What follows belongs to an exercise in optimizing a design on an open flow for small area, a short achievable clock period and few clock cycles per item; a production flow would make more cautious choices.
At most, simulation tests tie the RTL to the original design; equivalence was not proved.
No activity file was given, so power comes from the tool's default toggle rates.

## v6
==> flow/design.v <==
module muldiv_engine #(
  parameter int WIDTH      = 32,
  parameter int MUL_STAGES = 2
) (
  input  logic             clock,
  input  logic             reset,
  input  logic             flush,
  input  logic [WIDTH-1:0] in_src0,
  input  logic [WIDTH-1:0] in_src1,
  input  logic [1:0]       in_op,
  input  logic             in_sign,
  input  logic             in_valid,
  output logic             in_ready,
  output logic             out_valid,
  input  logic             out_ready,
  output logic [WIDTH-1:0] out_res0,
  output logic [WIDTH-1:0] out_res1,
  output logic             busy
);
  localparam logic [2:0] IDLE = 3'd0;
  localparam logic [2:0] MUL  = 3'd1;
  localparam logic [2:0] NORM = 3'd2;
  localparam logic [2:0] DIV  = 3'd3;
  localparam logic [2:0] DONE = 3'd4;
  localparam logic [1:0] OP_MUL = 2'd1;
  localparam logic [1:0] OP_DIV = 2'd2;
  logic [2:0]  state;
  logic [4:0]  cnt;      
  logic [63:0] P;        
  logic [34:0] A;        
  logic [32:0] B;        
  logic        qneg, qnz;
  logic [4:0]  qpos;
  logic [5:0]  bc;       
  logic accept;
  assign in_ready  = (state == IDLE) && !flush;
  assign accept    = in_valid && in_ready;
  assign out_valid = (state == DONE);
  assign busy      = (state != IDLE);
  logic [31:0] qmask;
  always_comb
    for (int i = 0; i < 32; i++) qmask[i] = qneg & qnz & (qpos < i);
  assign out_res0 = P[31:0] ^ qmask;
  assign out_res1 = P[63:32];
  function automatic logic [5:0] muldiv_len(input logic [31:0] t);
    muldiv_len[5] = t[31];
    muldiv_len[4] = t[15] & ~t[31];
    muldiv_len[3] = (t[7] & ~t[15]) | (t[23] & ~t[31]);
    muldiv_len[2] = 1'b0;
    muldiv_len[1] = 1'b0;
    muldiv_len[0] = 1'b0;
    for (int m = 3; m < 32; m += 8) muldiv_len[2] = muldiv_len[2] | (t[m] & ~t[m+4]);
    for (int m = 1; m < 32; m += 4) muldiv_len[1] = muldiv_len[1] | (t[m] & ~t[m+2]);
    for (int m = 0; m < 31; m += 2) muldiv_len[0] = muldiv_len[0] | (t[m] & ~t[m+1]);
  endfunction
  logic        nega, negb, dz, swap;
  logic [31:0] yb, bm1, mcand, mplier;
  logic [34:0] ealign;
  logic [31:0] ea, eb, tha, thb;
  logic [5:0]  la, lb;
  logic        dtriv;
  logic [6:0]  diff;
  assign nega   = in_sign & in_src0[31];
  assign negb   = in_sign & in_src1[31];
  assign yb     = in_src1 ^ {32{negb}};
  assign ea     = {in_src0[31] & ~in_sign, in_src0[31:1] ^ in_src0[30:0]};
  assign eb     = {in_src1[31] & ~in_sign, in_src1[31:1] ^ in_src1[30:0]};
  muldiv_smear u_tha (.x(ea), .t(tha));
  muldiv_smear u_thb (.x(eb), .t(thb));
  assign la     = muldiv_len(tha);
  assign lb     = muldiv_len(thb);
  muldiv_add #(.N(32)) u_bm1 (.a(in_src1), .b(32'hffffffff), .cin(1'b0), .s(bm1));
  assign dz     = (in_src1 == 32'd0);
  assign swap   = |(thb & ~tha);
  assign mcand  = swap ? in_src1 : in_src0;
  assign mplier = swap ? in_src0 : in_src1;
  assign dtriv  = dz | |(thb & ~(nega ? {tha[30:0], 1'b1} : tha));
  assign diff   = {1'b0, B[5:0]} + {6'd0, dneg} - {1'b0, B[11:6]};
  assign ealign = {35{~dneg}}
                ^ (35'(A << {diff[5:1], 1'b1})
                   | ({35{~dpos | dneg}} & ~(35'h7ffffffff << {diff[5:1], 1'b1})));
  function automatic logic [5:0] booth_ctl(input logic [4:0] w);
    booth_ctl = {w[4] & ~(w[3] & w[2]), w[3] ^ w[2],
                 (w[4] & ~w[3] & ~w[2]) | (~w[4] & w[3] & w[2]),
                 w[2] & ~(w[1] & w[0]), w[1] ^ w[0],
                 (w[2] & ~w[1] & ~w[0]) | (~w[2] & w[1] & w[0])};
  endfunction
  logic [37:0] bx, bxa, bxb;
  logic [3:0]  cnt_dn, ia, ib;
  logic [8:0]  oha, ohb;
  logic [5:0]  bc_next, bca, bcb;
  logic        n1, o1, t1b, n0, o0, t0b;
  logic [34:0] s1, s0, pp1, pp0;
  logic [63:0] mul_next;
  assign cnt_dn  = cnt[3:0] - 4'd1;
  assign bx      = {{4{B[32]}}, B, 1'b0};
  assign bc_next = booth_ctl(bx[{cnt_dn, 2'b00} +: 5]);
  assign oha     = {1'b0, tha[31], tha[27], tha[23], tha[19], tha[15], tha[11], tha[7], tha[3]}
                 ^ {tha[31], tha[27], tha[23], tha[19], tha[15], tha[11], tha[7], tha[3], 1'b1};
  assign ohb     = {1'b0, thb[31], thb[27], thb[23], thb[19], thb[15], thb[11], thb[7], thb[3]}
                 ^ {thb[31], thb[27], thb[23], thb[19], thb[15], thb[11], thb[7], thb[3], 1'b1};
  assign ia      = {oha[8], |oha[7:4], oha[7] | oha[6] | oha[3] | oha[2],
                    oha[7] | oha[5] | oha[3] | oha[1]};
  assign ib      = {ohb[8], |ohb[7:4], ohb[7] | ohb[6] | ohb[3] | ohb[2],
                    ohb[7] | ohb[5] | ohb[3] | ohb[1]};
  assign bxa     = {{5{in_sign & in_src0[31]}}, in_src0, 1'b0};
  assign bxb     = {{5{in_sign & in_src1[31]}}, in_src1, 1'b0};
  always_comb begin
    logic [4:0] wa, wb;
    wa = 5'd0;
    wb = 5'd0;
    for (int c = 0; c < 9; c++) begin
      wa = wa | ({5{oha[c]}} & bxa[4*c +: 5]);
      wb = wb | ({5{ohb[c]}} & bxb[4*c +: 5]);
    end
    bca = booth_ctl(wa);
    bcb = booth_ctl(wb);
  end
  assign {n1, o1, t1b, n0, o0, t0b} = bc;
  assign s1  = ({35{o1}} & A) | ({35{t1b}} & {A[33:0], 1'b0});
  assign s0  = ({35{o0}} & A) | ({35{t0b}} & {A[33:0], 1'b0});
  assign pp1 = s1 ^ {35{n1}};
  assign pp0 = s0 ^ {35{n0}};
  logic [37:0] ml, my1, my0, cs_s, cs_c;
  logic [2:0]  mu;
  assign ml   = {P[33:0], 1'b0, n1, 1'b0, n0};
  assign my1  = {pp1[34], pp1, 2'b00};
  assign my0  = {{3{pp0[34]}}, pp0};
  assign cs_s = ml ^ my1 ^ my0;
  assign cs_c = (ml & my1) | (ml & my0) | (my1 & my0);
  assign mu   = {2'b00, cs_c[37]} - {2'b00, my1[37]} - {2'b00, my0[37]};
  muldiv_add #(.N(64)) u_mul (.a({P[59:34], cs_s}), .b({{23{mu[2]}}, mu, cs_c[36:0], 1'b0}),
                              .cin(1'b0), .s(mul_next));
  logic [34:0] rx, d1, d2a, eh;
  logic [35:0] d2b, cs3_s, cs3_c;
  logic        sd1, sd2a, sd2b;
  logic        ge1, ge2, dpos, dneg, cval, cdec;
  logic [31:0] r2;
  assign rx    = {{3{dneg & P[63]}}, P[63:32]};
  assign eh    = {A[34], A[34:1]};
  assign cval  = dneg | dpos;
  assign cdec  = ~dneg & dpos;
  assign cs3_s = {rx[34], rx} ^ {A[34], A} ^ {eh[34], eh};
  assign cs3_c = {((rx & A) | (rx & eh) | (A & eh)), cval};
  muldiv_add2 #(.N(35)) u_d1  (.a(rx), .b(A),  .cv(cval), .cd(cdec), .s(d1),  .sd(sd1));
  muldiv_add2 #(.N(35)) u_d2a (.a(rx), .b(eh), .cv(cval), .cd(cdec), .s(d2a), .sd(sd2a));
  muldiv_add2 #(.N(36)) u_d2b (.a(cs3_s), .b(cs3_c), .cv(cval), .cd(cdec), .s(d2b), .sd(sd2b));
  assign ge1 = sd1 ^ ~dneg;
  assign ge2 = ge1 ? (sd2b ^ ~dneg) : (sd2a ^ ~dneg);
  assign r2  = ge1 ? (ge2 ? d2b[31:0] : d1[31:0]) : (ge2 ? d2a[31:0] : P[63:32]);
  always_ff @(posedge clock) begin
    if (reset) begin
      state <= IDLE;
    end else if (flush) begin
      state <= IDLE;
    end else begin
      case (state)
        IDLE: begin
          if (accept) begin
            if (in_op == OP_MUL) state <= MUL;
            else if (in_op == OP_DIV) state <= dtriv ? DONE : NORM;
          end
        end
        MUL:  if (cnt == 5'd0) state <= DONE;
        NORM: state <= DIV;
        DIV:  if (cnt == 5'd0) state <= DONE;
        DONE: if (out_ready) state <= IDLE;
        default: state <= IDLE;
      endcase
    end
  end
  always_ff @(posedge clock) begin
    case (state)
      IDLE: begin
        if (accept) begin
          if (in_op == OP_DIV) begin
            A    <= {3'b000, (nega & ~negb) ? bm1 : yb};
            B    <= {21'd0, lb, la};
            P    <= {in_src0, {32{dz}}};
            dpos <= ~negb;
            dneg <= nega;
            qneg <= (nega ^ negb) & ~dz;
            qnz  <= 1'b0;
          end else begin
            A    <= {{3{in_sign & mcand[31]}}, mcand};
            B    <= {in_sign & mplier[31], mplier};
            bc   <= swap ? bca : bcb;
            P    <= 64'd0;
            cnt  <= {1'b0, swap ? ia : ib};
            qneg <= 1'b0;
          end
        end
      end
      MUL: begin
        P   <= mul_next;
        bc  <= bc_next;
        cnt <= cnt - 5'd1;
      end
      NORM: begin
        A   <= ealign;
        cnt <= diff[5:1];
      end
      DIV: begin
        P   <= {r2, P[29:0], ge1, ge2};
        if (ge2) begin
          qnz  <= 1'b1;
          qpos <= 5'd0;
        end else if (ge1) begin
          qnz  <= 1'b1;
          qpos <= 5'd1;
        end else begin
          qpos <= qpos + 5'd2;
        end
        A   <= {{2{A[34]}}, A[34:2]};
        cnt <= cnt - 5'd1;
      end
      default: ;
    endcase
  end
endmodule
module muldiv_add #(
  parameter int N = 32
) (
  input  logic [N-1:0] a,
  input  logic [N-1:0] b,
  input  logic         cin,
  output logic [N-1:0] s
);
  localparam int L = $clog2(N);
  logic [N-1:0] p0;
  logic [N-1:0] g [0:L];
  logic [N-1:0] p [0:L];
  assign p0   = a ^ b;
  assign g[0] = (a & b) | {{(N-1){1'b0}}, p0[0] & cin};
  assign p[0] = p0;
  for (genvar l = 0; l < L; l++) begin : g_lvl
    for (genvar i = 0; i < N; i++) begin : g_bit
      if ((i >> l) % 2 == 1) begin : g_comb
        localparam int J = ((i >> l) << l) - 1;
        assign g[l+1][i] = g[l][i] | (p[l][i] & g[l][J]);
        assign p[l+1][i] = p[l][i] & p[l][J];
      end else begin : g_pass
        assign g[l+1][i] = g[l][i];
        assign p[l+1][i] = p[l][i];
      end
    end
  end
  assign s = p0 ^ {g[L][N-2:0], cin};
endmodule
module muldiv_add2 #(
  parameter int N = 32
) (
  input  logic [N-1:0] a,
  input  logic [N-1:0] b,
  input  logic         cv,
  input  logic         cd,
  output logic [N-1:0] s,
  output logic         sd
);
  localparam int L = $clog2(N);
  logic [N-1:0] p0;
  logic [N-1:0] g [0:L];
  logic [N-1:0] p [0:L];
  assign p0   = a ^ b;
  assign g[0] = a & b;
  assign p[0] = p0;
  for (genvar l = 0; l < L; l++) begin : g_lvl
    for (genvar i = 0; i < N; i++) begin : g_bit
      if ((i >> l) % 2 == 1) begin : g_comb
        localparam int J = ((i >> l) << l) - 1;
        assign g[l+1][i] = g[l][i] | (p[l][i] & g[l][J]);
        assign p[l+1][i] = p[l][i] & p[l][J];
      end else begin : g_pass
        assign g[l+1][i] = g[l][i];
        assign p[l+1][i] = p[l][i];
      end
    end
  end
  assign s  = p0 ^ {g[L][N-2:0] | (p[L][N-2:0] & {(N-1){cv}}), cv};
  assign sd = p0[N-1] ^ (g[L][N-2] | (p[L][N-2] & cd));
endmodule
module muldiv_smear (
  input  logic [31:0] x,
  output logic [31:0] t
);
  logic [31:0] o [0:5];
  assign o[0] = x;
  for (genvar l = 0; l < 5; l++) begin : g_lvl
    for (genvar i = 0; i < 32; i++) begin : g_bit
      if (((31 - i) >> l) % 2 == 1) begin : g_comb
        localparam int J = 31 - ((((31 - i) >> l) << l) - 1);
        assign o[l+1][i] = o[l][i] | o[l][J];
      end else begin : g_pass
        assign o[l+1][i] = o[l][i];
      end
    end
  end
  assign t = o[5];
endmodule
==> flow/config.mk <==
export PLATFORM = sky130hd
export DESIGN_NAME = muldiv_engine
export DESIGN_NICKNAME = muldiv_engine
export VERILOG_FILES = /design/flow/design.v
export SDC_FILE = /design/flow/constraint.sdc
export NUM_CORES = 4
export LEC_CHECK = 0
export CAP_MARGIN = 20
export CORE_MARGIN = 2
export CORE_UTILIZATION = 40
export SLEW_MARGIN = 20
export TNS_END_PERCENT = 5
==> flow/constraint.sdc <==
create_clock -name core_clock -period 11.0 [get_ports {clock}]
set_input_delay 2.2000 -clock core_clock [delete_from_list [all_inputs] [get_ports {clock}]]
set_output_delay 2.2000 -clock core_clock [all_outputs]
set_load 0.01 [all_outputs]
standard.sh (not shown) runs the stock make flow with config.mk's settings and CLKGATE_MAP_FILE= SYNTH_SCRIPT=/design/flow/synth_recipe.tcl, a recipe that flattens the netlist after the stock synthesis.
==> flow/flow/run.sh <==
#!/bin/bash
# Standard synthesis and layout; only the setup repair margin is raised so
# that repair_timing works towards a shorter period than the 11 ns clock.
set -euo pipefail
bash standard.sh synth > synth.log 2>&1
bash standard.sh finish SETUP_SLACK_MARGIN=6 > layout.log 2>&1
v6 completed every stage of the flow, and the final layout passed the timing, design-rule and antenna checks.
Testbench counts of v6, summed over its fixed seeds: cycles 19,131, items 3,200.
Here is what was changed in the inputs of v7 compared with v6.
-- flow/design.v --
<<< v6, line 72
  muldiv_add #(.N(32)) u_bm1 (.a(in_src1), .b(32'hffffffff), .cin(1'b0), .s(bm1));
  assign dz     = (in_src1 == 32'd0);
  assign swap   = |(thb & ~tha);
  assign mcand  = swap ? in_src1 : in_src0;
  assign mplier = swap ? in_src0 : in_src1;
>>> v7, line 72
  muldiv_add #(.N(32)) u_bm1 (.a(in_src1), .b(32'hffffffff), .cin(1'b0), .s(bm1));
  assign dz     = (in_src1 == 32'd0);
  assign swap   = |({thb[31], thb[27], thb[23], thb[19], thb[15], thb[11], thb[7], thb[3]}
                    & ~{tha[31], tha[27], tha[23], tha[19], tha[15], tha[11], tha[7], tha[3]});
  assign mcand  = swap ? in_src1 : in_src0;
  assign mplier = swap ? in_src0 : in_src1;
- Power density over cell area: v6 and v7 compared, lower one is v7
- Diff v6 -> v7 | via count | decrease of 188
- Buffer count excluding the clock tree in the final layout for v7: about 10% down relative to v6
- In the tables for v6 and v7, initial antenna violation count reads higher with v7.
- v6 has lower sequential fraction of total cell area than v7.
- On flip-flop and latch count, v6 and v7 are basically level.
- v7 went all the way through the flow, and no timing, DRC or antenna check failed.
- From v6 to v7 the numbers moved as follows: share of cell area taken by muxes after synthesis up 1.5 points, routed wire length down about 2.6%.
- Diff v6 -> v7: critical path depth shows a reduction of 1, synthesized-area fraction occupied by ao, oa, aoi and oai cells shows an increase of 0.38 points.
- Comparing v6 and v7, the higher setup slack of the critical path after layout was measured on v6.
- The core of v7 is less densely filled than that of v6.
The RTL of v7 was laid out without a check of its function.

==> port drivers added, routing unchanged <==
In the flow no input, the clock included, has a driving cell. The finished layouts below were timed again as built, in two steps. Step 1 sets driving cells, clkbuf_16 on the clock port and buf_2 on the other inputs (assumed; they add their load-dependent delay and slew). Step 2, shift: input delay + t, output delay - t, t = (earliest + latest rising clock arrival at the registers) / 2. This alone moves slack from input paths to output paths. Slacks: ideal ports / drivers / drivers and shift; pairs: ideal ports / drivers.
run	t (ns)	setup WS [ns]	worst register clock-pin slew, ns
v6	0.556	5.536 / 5.556 / 5.000	0.09 / 0.09
v7	0.546	5.325 / 5.356 / 4.810	0.09 / 0.09
After both steps setup and hold are still met in every run listed. For v6, which loses most, drivers alone change the setup slack by +0.020 ns; drivers and shift together by -0.536 ns.
